From an optimization exercise on the open Yosys and OpenROAD flow, aimed at small area; shortcuts taken in it are not production practice. In this exercise RTL edits were held to simulation tests only and were not proved equivalent to the original. Power figures rest on the tool's default switching activity, not on a simulated workload.

$ cat design.v
package dispatch_buffer_pkg;
  localparam int DB_XLEN  = 32;
  localparam int DB_AW    = 32;
  localparam int DB_TAG_W = 3;
  localparam int DB_NALU  = 2;
  typedef logic [7:0]          oper_t;
  typedef logic [DB_AW-1:0]    addr_t;
  typedef logic [DB_XLEN-1:0]  word_t;
  typedef logic [DB_TAG_W-1:0] regtag_t;
  typedef logic [4:0]          regaddr_t;
  localparam regtag_t UNLOCKED   = '0;
  localparam regtag_t TAG_LS     = regtag_t'(DB_NALU + 1);
  localparam regtag_t TAG_BRANCH = regtag_t'(DB_NALU + 2);
  localparam logic [3:0] CLS_ALU_A  = 4'b0001;
  localparam logic [3:0] CLS_ALU_B  = 4'b0010;
  localparam logic [3:0] CLS_ALU_C  = 4'b0101;
  localparam logic [3:0] CLS_ALU_D  = 4'b1101;
  localparam logic [3:0] CLS_STORE  = 4'b0011;
  localparam logic [3:0] CLS_LOAD   = 4'b1001;
  localparam logic [3:0] CLS_BRANCH = 4'b0100;
  typedef enum logic [2:0] {K_NOP, K_ALU, K_LOAD, K_STORE, K_BRANCH} kind_t;
  function automatic kind_t op_kind(input logic [3:0] cls);
    case (cls)
      CLS_ALU_A, CLS_ALU_B, CLS_ALU_C, CLS_ALU_D: op_kind = K_ALU;
      CLS_LOAD:   op_kind = K_LOAD;
      CLS_STORE:  op_kind = K_STORE;
      CLS_BRANCH: op_kind = K_BRANCH;
      default:    op_kind = K_NOP;
    endcase
  endfunction
endpackage
module dispatch_wakeup #(
  parameter int XLEN     = 32,
  parameter int TAG_W    = 3,
  parameter int NWB      = 3,
  parameter bit TAG_ONLY = 1'b0
) (
  input  logic [XLEN-1:0]      data_in,
  input  logic [TAG_W-1:0]     tag_in,
  input  logic [NWB-1:0]       wb_en,
  input  logic [NWB*TAG_W-1:0] wb_tag,
  input  logic [NWB*XLEN-1:0]  wb_data,
  output logic [XLEN-1:0]      data_out,
  output logic [TAG_W-1:0]     tag_out
);
  always_comb begin
    data_out = data_in;
    tag_out  = tag_in;
    for (int k = NWB - 1; k >= 0; k--) begin
      if (wb_en[k] && (tag_in != '0) && (wb_tag[k*TAG_W +: TAG_W] == tag_in)) begin
        tag_out = '0;
        if (!TAG_ONLY) data_out = wb_data[k*XLEN +: XLEN];
      end
    end
  end
endmodule
import dispatch_buffer_pkg::*;
module dispatch_buffer #(
  parameter int DEPTH = 4,
  parameter int NALU  = DB_NALU,
  parameter int NWB   = 3,
  parameter int XLEN  = DB_XLEN,
  parameter int AW    = DB_AW,
  parameter int TAG_W = DB_TAG_W
) (
  input  logic                     clk,
  input  logic                     rst,
  input  logic                     flush,
  input  logic                     in_valid,
  output logic                     in_ready,
  input  logic [7:0]               in_op,
  input  logic [AW-1:0]            in_pc,
  input  logic [XLEN-1:0]          in_imm,
  input  logic [XLEN-1:0]          in_datax,
  input  logic [XLEN-1:0]          in_datay,
  input  logic [TAG_W-1:0]         in_tagx,
  input  logic [TAG_W-1:0]         in_tagy,
  input  logic [TAG_W-1:0]         in_tagw,
  input  logic [4:0]               in_addrw,
  input  logic [NWB-1:0]           wb_en,
  input  logic [NWB*TAG_W-1:0]     wb_tag,
  input  logic [NWB*XLEN-1:0]      wb_data,
  input  logic [NALU+1:0]          unit_busy,
  output logic [NALU+1:0]          iss_en,
  output logic [3:0]               iss_op,
  output logic [AW-1:0]            iss_pc,
  output logic [XLEN-1:0]          iss_imm,
  output logic [XLEN-1:0]          iss_datax,
  output logic [XLEN-1:0]          iss_datay,
  output logic [TAG_W-1:0]         iss_tagx,
  output logic [TAG_W-1:0]         iss_tagy,
  output logic [TAG_W-1:0]         iss_tagw,
  output logic [4:0]               iss_addrw,
  output logic                     ren_en,
  output logic [4:0]               ren_addr,
  output logic [TAG_W-1:0]         ren_tag,
  output logic [$clog2(DEPTH):0]   count
);
  localparam int PW = $clog2(DEPTH);
  localparam int CW = PW + 1;
  localparam int NU = NALU + 2;
  dispatch_buffer_pkg::oper_t            q_op  [DEPTH];
  logic [AW-1:0]    q_pc  [DEPTH];
  logic [XLEN-1:0]  q_imm [DEPTH];
  logic [XLEN-1:0]  q_dx  [DEPTH];
  logic [XLEN-1:0]  q_dy  [DEPTH];
  logic [TAG_W-1:0] q_tx  [DEPTH];
  logic [TAG_W-1:0] q_ty  [DEPTH];
  logic [TAG_W-1:0] q_tw  [DEPTH];
  dispatch_buffer_pkg::regaddr_t         q_aw  [DEPTH];
  logic [XLEN-1:0]  w_dx [DEPTH];
  logic [XLEN-1:0]  w_dy [DEPTH];
  logic [TAG_W-1:0] w_tx [DEPTH];
  logic [TAG_W-1:0] w_ty [DEPTH];
  logic [TAG_W-1:0] w_tw [DEPTH];
  logic [XLEN-1:0]  unused_wdat [DEPTH+1];
  logic [XLEN-1:0]  in_dx_w, in_dy_w;
  logic [TAG_W-1:0] in_tx_w, in_ty_w, in_tw_w;
  logic [PW-1:0]    wr_ptr, rd_ptr;
  logic [CW-1:0]    count_q;
  for (genvar e = 0; e < DEPTH; e++) begin : g_ent
    dispatch_wakeup #(.XLEN(XLEN), .TAG_W(TAG_W), .NWB(NWB)) u_wx (
      .data_in(q_dx[e]), .tag_in(q_tx[e]), .wb_en(wb_en), .wb_tag(wb_tag), .wb_data(wb_data),
      .data_out(w_dx[e]), .tag_out(w_tx[e]));
    dispatch_wakeup #(.XLEN(XLEN), .TAG_W(TAG_W), .NWB(NWB)) u_wy (
      .data_in(q_dy[e]), .tag_in(q_ty[e]), .wb_en(wb_en), .wb_tag(wb_tag), .wb_data(wb_data),
      .data_out(w_dy[e]), .tag_out(w_ty[e]));
    dispatch_wakeup #(.XLEN(XLEN), .TAG_W(TAG_W), .NWB(NWB), .TAG_ONLY(1'b1)) u_ww (
      .data_in('0), .tag_in(q_tw[e]), .wb_en(wb_en), .wb_tag(wb_tag), .wb_data(wb_data),
      .data_out(unused_wdat[e]), .tag_out(w_tw[e]));
  end
  dispatch_wakeup #(.XLEN(XLEN), .TAG_W(TAG_W), .NWB(NWB)) u_in_wx (
    .data_in(in_datax), .tag_in(in_tagx), .wb_en(wb_en), .wb_tag(wb_tag), .wb_data(wb_data),
    .data_out(in_dx_w), .tag_out(in_tx_w));
  dispatch_wakeup #(.XLEN(XLEN), .TAG_W(TAG_W), .NWB(NWB)) u_in_wy (
    .data_in(in_datay), .tag_in(in_tagy), .wb_en(wb_en), .wb_tag(wb_tag), .wb_data(wb_data),
    .data_out(in_dy_w), .tag_out(in_ty_w));
  dispatch_wakeup #(.XLEN(XLEN), .TAG_W(TAG_W), .NWB(NWB), .TAG_ONLY(1'b1)) u_in_ww (
    .data_in('0), .tag_in(in_tagw), .wb_en(wb_en), .wb_tag(wb_tag), .wb_data(wb_data),
    .data_out(unused_wdat[DEPTH]), .tag_out(in_tw_w));
  dispatch_buffer_pkg::oper_t          h_op;
  dispatch_buffer_pkg::kind_t          h_kind;
  logic           head_vld, push, pop, do_iss;
  logic [NU-1:0]  free_u, sel;
  logic [TAG_W-1:0] sel_tag;
  assign h_op     = q_op[rd_ptr];
  assign h_kind   = dispatch_buffer_pkg::op_kind(h_op[7:4]);
  assign head_vld = (count_q != '0);
  assign in_ready = (count_q < CW'(DEPTH)) && !flush;
  assign push     = in_valid && in_ready;
  assign count    = count_q;
  assign free_u = ~unit_busy & ~iss_en;
  always_comb begin
    sel     = '0;
    sel_tag = '0;
    case (h_kind)
      K_ALU: begin
        for (int i = NALU - 1; i >= 0; i--) begin
          if (free_u[i]) begin
            sel     = '0;
            sel[i]  = 1'b1;
            sel_tag = TAG_W'(i + 1);
          end
        end
      end
      K_LOAD, K_STORE: begin
        sel[NALU] = free_u[NALU];
        sel_tag   = TAG_W'(NALU + 1);
      end
      K_BRANCH: sel[NALU+1] = free_u[NALU+1];
      default: ;
    endcase
  end
  assign do_iss = head_vld && !flush && (|sel);
  assign pop    = head_vld && !flush && ((h_kind == K_NOP) || (|sel));
  always_ff @(posedge clk or negedge rst) begin
    if (!rst) begin
      for (int e = 0; e < DEPTH; e++) begin
        q_op[e] <= '0; q_pc[e] <= '0; q_imm[e] <= '0;
        q_dx[e] <= '0; q_dy[e] <= '0;
        q_tx[e] <= '0; q_ty[e] <= '0; q_tw[e] <= '0; q_aw[e] <= '0;
      end
      wr_ptr  <= '0;
      rd_ptr  <= '0;
      count_q <= '0;
    end else if (flush) begin
      wr_ptr  <= '0;
      rd_ptr  <= '0;
      count_q <= '0;
    end else begin
      for (int e = 0; e < DEPTH; e++) begin
        q_dx[e] <= w_dx[e]; q_tx[e] <= w_tx[e];
        q_dy[e] <= w_dy[e]; q_ty[e] <= w_ty[e];
        q_tw[e] <= w_tw[e];
      end
      if (push) begin
        q_op[wr_ptr]  <= in_op;
        q_pc[wr_ptr]  <= in_pc;
        q_imm[wr_ptr] <= in_imm;
        q_dx[wr_ptr]  <= in_dx_w;
        q_tx[wr_ptr]  <= in_tx_w;
        q_dy[wr_ptr]  <= in_dy_w;
        q_ty[wr_ptr]  <= in_ty_w;
        q_tw[wr_ptr]  <= in_tw_w;
        q_aw[wr_ptr]  <= in_addrw;
        wr_ptr        <= wr_ptr + 1'b1;
      end
      if (pop) rd_ptr <= rd_ptr + 1'b1;
      case ({push, pop})
        2'b10:   count_q <= count_q + 1'b1;
        2'b01:   count_q <= count_q - 1'b1;
        default: count_q <= count_q;
      endcase
    end
  end
  always_ff @(posedge clk or negedge rst) begin
    if (!rst) begin
      iss_en    <= '0; iss_op    <= '0; iss_pc    <= '0; iss_imm  <= '0;
      iss_datax <= '0; iss_datay <= '0; iss_tagx  <= '0; iss_tagy <= '0;
      iss_tagw  <= '0; iss_addrw <= '0;
      ren_en    <= 1'b0; ren_addr <= '0; ren_tag <= '0;
    end else begin
      iss_en <= do_iss ? sel : '0;
      ren_en <= do_iss && ((h_kind == K_ALU) || (h_kind == K_LOAD));
      if (do_iss) begin
        iss_op    <= h_op[3:0];
        iss_pc    <= q_pc[rd_ptr];
        iss_imm   <= q_imm[rd_ptr];
        iss_datax <= w_dx[rd_ptr];
        iss_datay <= w_dy[rd_ptr];
        iss_tagx  <= w_tx[rd_ptr];
        iss_tagy  <= w_ty[rd_ptr];
        iss_tagw  <= (h_kind == K_STORE) ? '0 : w_tw[rd_ptr];
        iss_addrw <= q_aw[rd_ptr];
        if ((h_kind == K_ALU) || (h_kind == K_LOAD)) begin
          ren_addr <= q_aw[rd_ptr];
          ren_tag  <= sel_tag;
        end
      end
    end
  end
endmodule
$ cat run.sh
#!/bin/bash
# synth_recipe.tcl (not shown) runs the flow's synth.tcl, then flattens the netlist and writes it again
# the make line also repeats each setting of config.mk as NAME=value (left out here)
make -C /OpenROAD-flow-scripts/flow DESIGN_CONFIG=/design/flow/config.mk WORK_HOME=/design/flow/orfs CLKGATE_MAP_FILE= SYNTH_SCRIPT=/design/flow/synth_recipe.tcl finish
$ cat config.mk
export PLATFORM = sky130hd
export DESIGN_NAME = dispatch_buffer
export DESIGN_NICKNAME = dispatch_buffer
export VERILOG_FILES = /design/flow/design.v
export SDC_FILE = /design/flow/constraint.sdc
export NUM_CORES = 4
export LEC_CHECK = 0
export CAP_MARGIN = 20
export CORE_MARGIN = 2
export CORE_UTILIZATION = 40
export SLEW_MARGIN = 20
$ cat constraint.sdc
create_clock -name core_clock -period 5.0 [get_ports {clk}]
set_input_delay 1.0000 -clock core_clock [delete_from_list [all_inputs] [get_ports {clk}]]
set_output_delay 1.0000 -clock core_clock [all_outputs]
set_load 0.01 [all_outputs]
==> results.txt <==
cells in the mapped netlist (all sizes together), types with 75 or more instances:
cell | n | area share (%)
buf | 174 | 1.9
a21oi | 354 | 3.7
o22ai | 78 | 1.0
a22o | 115 | 2.1
nor3 | 86 | 0.91
mux2i | 217 | 4.5
a221oi | 110 | 2.0
nor2 | 291 | 2.3
inv | 101 | 0.79
a211o | 87 | 1.6
o21ai | 433 | 4.6
a222oi | 78 | 1.6
clkbuf | 479 | 3.8
nand2 | 1151 | 9.1
dfrtp | 765 | 40
a21o | 104 | 1.6
mux2 | 130 | 3.1
nand3 | 144 | 1.5
xnor2 | 75 | 1.4
a211oi | 200 | 3.2
where the power goes:
group	switching, uW	leakage (uW)	internal, uW
clock	3000	0.00158	4310
combinational	7880	0.0137	5870
sequential	1850	0.00958	8840
final timing paths:
| kind | end | slack [ps] |
|---|---|---|
| setup / recovery | count_q[2] | 970 |
| hold / removal | q_dy[0][14] | 330 |
| setup reg to reg | count_q[2] | 970 |
| hold reg to reg | q_aw[0][4] | 470 |
| max in group asynchronous | q_imm[0][28] | 3440 |
| min in group core_clock | q_aw[0][4] | 470 |
cell families after synthesis:
group,after synthesis
buffers and inverters,754
xor gates and xnor gates,108
muxes,347
AOI/OAI and AO/OA,1888
adders and majority gates,9
other,1
DFF,765
and+or+nand+nor,1834
final cells by class:
type | instances | area (sq um)
Sequential cell | 765 | 19140
Fill cell | 11330 | 61680
Clock buffer | 136 | 2686
Antenna cell | 20 | 50.05
Clock inverter | 30 | 566.8
Multi-Input combinational cell | 4187 | 25850
Inverter | 101 | 381.6
Tap cell | 1536 | 1922
Timing Repair Buffer | 600 | 5953
routing by layer:
metal / track usage (%) / vias to the layer above / part of all wire, %
met2: 48.39 / 3293 / 42
met1: 43.20 / 23340 / 39
met5: 0 / - / 0.16
li1: - / 20720 / -
met3: 11.37 / 687 / 13
met4: 19.67 / 52 / 6.5
stage by stage:
stage / instance area [sq um] / setup WS (ps) / instances
final: 56560 / 972.7 / 7375
after global routing: 56520 / 692.8 / 7361
after CTS: 56510 / 965.6 / 7355
after detailed placement: 53250 / 520.2 / 7189
after global placement: 53250 / 554.0 / 7189
after floorplan: 47760 / 1740 / 5706
sequential cells by signal, indices dropped and copies added, names as in the netlist, 3 cells and up:
| register | count |
|---|---|
| count_q | 3 |
| iss_addrw | 5 |
| iss_datax | 32 |
| iss_datay | 32 |
| iss_en | 4 |
| iss_imm | 32 |
| iss_op | 4 |
| iss_pc | 32 |
| iss_tagw | 3 |
| iss_tagx | 3 |
| iss_tagy | 3 |
| q_aw | 20 |
| q_dx | 128 |
| q_dy | 128 |
| q_imm | 128 |
| q_op | 32 |
| q_pc | 128 |
| q_tw | 12 |
| q_tx | 12 |
| q_ty | 12 |
| ren_addr | 5 |
==> metrics.md <==
| Metric | Value |
|---|---|
| Clock transition at path regs | `60 ps` |
| RSZ-0062 raised after global routing | `no` |
| Min-Delay Path Class | `input pin to async pin` |
| Root buffer cell | `clkbuf_16` |
| Worst Path Buf+Inv | `1` |
| Largest family of logic cells by synthesized area | `compound AO/OA/AOI/OAI gates` |
| Largest net degree at the start of global routing | `188` |
| # hold bufs at CTS | `0` |
| Grt total ovfl | `0` |
| DR pass1 iterations | `9` |
| Initial antenna violation count | `45` |
| Avg WL per Cell | `28.61 um` |
| Residual DRC | `0` |
| Port bufs | `427` |
| Post-Syn Area per Cell | `8.371 sq um` |
| Main flop type after synthesis | `dfrtp_1` |
| Critical Path RT | `5620 ps` |
| Detailed Route Iter0 Violations | `6370` |
| Worst r2r path cells | `12` |
| Maxcap violations | `0` |
| Sequential share of the synthesized area | `40.08%` |
| Share of layout cells above drive strength 1 | `9.194%` |
| Most frequent cells in the layout | `nand2_1 (1145), dfrtp_1 (765), clkdlybuf4s50_1 (424)` |
| Total clock sinks | `765` |
| CTS max path bufs | `3` |
| Critical path, cell by cell | `ha_4 -> buf_4 -> a222oi_1 -> mux2_2 -> o31ai_1 -> o21bai_1 -> nand2_1 -> nor2_1 -> fa_1 -> nor4_1 -> a21oi_1 -> a211oi_1` |
| Die width | `349.6 um` |
| Compound-cell area share of the yosys netlist | `27.42%` |
| Clock skew | `43.50 ps` |
| I/O Pins | `429` |
| Max rail drop VDD | `0.3703 mV` |
| ANT nets after route | `0` |
| Initial Utilization | `40.40%` |
| Overall Global Routing Usage | `33.44%` |
| Worst r2r src | `rd_ptr[0]` |
| Slew HR | `18.99%` |
| Net count after synthesis | `5981` |
| Final core utilization | `47.83%` |
| Clk latency of the worst-skew pair | `720 ps` |
| Post-CTS setup buffers | `0` |
| Worst Setup Start Kind | `flop` |
| Cts repair resizes | `0` |
| Post-synth EDFFs | `0` |
| Commonest non-fill, non-tap cell in the layout | `nand2_1` |
| Final GP Congestion | `0.9396` |
| Status | `finished clean` |
| Hold Slack | `331.7 ps` |
| Vias in the first global route | `45850` |
| Distinct cells, synth | `98` |
| Die Footprint | `122200 sq um` |
| FP Rows | `126` |
| Simple-gate portion of the synthesized area | `16.19%` |
| # setup viols final | `0` |
| Mux cell area share after synthesis | `7.612%` |
| P per Cell Area | `561.3 nW/um^2` |
| Critical path's largest stage delay | `540 ps` |
| CP endpoint kind | `flop` |
| Worst path depth | `12` |
| P_leak | `0.02482 uW` |
| Via count | `48090` |
| Drt via density | `6.521` |
| Total power | `31750 uW` |
| Ys async rst share | `100.0%` |
| Min cycle time layout | `4027 ps` |
| Routed Wire Length | `211000 um` |
| Mapped cell area | `47760 sq um` |
| Die Y | `349.6 um` |
| DPL Wire Length | `130900 um` |
| #FFs+latches synth | `765` |
| First-pass GRT wire length | `309300 um` |
| Endpoints failing hold | `0` |
| Synth Instances | `5706` |
| CP max-delay cell | `buf_4` |
| Slew @ Worst Pin | `1209 ps` |
| Post-Synth XOR/XNOR Area | `1.980%` |
| Worst Setup SP | `rd_ptr[0]` |
| CTS HTree Levels | `3` |
| Setup TNS | `0 ps` |
| CTS tree | `yes` |
| Crit Path Class | `flop to flop` |
| Max Fclk | `0.2483 GHz` |
| Cell family with most CP delay | `compound AO/OA/AOI/OAI gates` |
| CP max FO | `41` |
| Cts bufs inserted | `91` |
| Core footprint | `118200 sq um` |
| Final worst-path cycle share | `80.55%` |
| Post-Synth Adder-Cell Area | `0.2515%` |
| Area growth syn-to-layout | `18.41%` |
| Synthesis Warnings | `27` |
| Arr. time, crit path | `4640 ps` |
| Nets | `6021` |
| Max Slew Vio Count | `0` |

-- what the ideal ports hide --
In the flow no input, the clock included, has a driving cell. The finished layout below was timed again as built, in two steps.
Step 1 assumes that a clkbuf_16 drives the clock port and a buf_2 every other input.
Step 2 moves the port delays by t, midway between the first and last clock arrival at a register: inputs arrive t later, outputs are due t later. That takes back most of the time a late clock gives input paths.
Three values: ideal, step 1, step 2; two values: the first two.
shift t [ns]: 0.772
setup slack, ns: 0.973 / 0.973 / 0.435
worst setup path at the end: input to register
worst slew at a driven data input, ns: 0.19
pins driven straight from the clock port: 1
After both steps this run still meets setup and hold. The setup slack of this run moves by 0.000 ns with the drivers and by -0.538 ns with both steps.
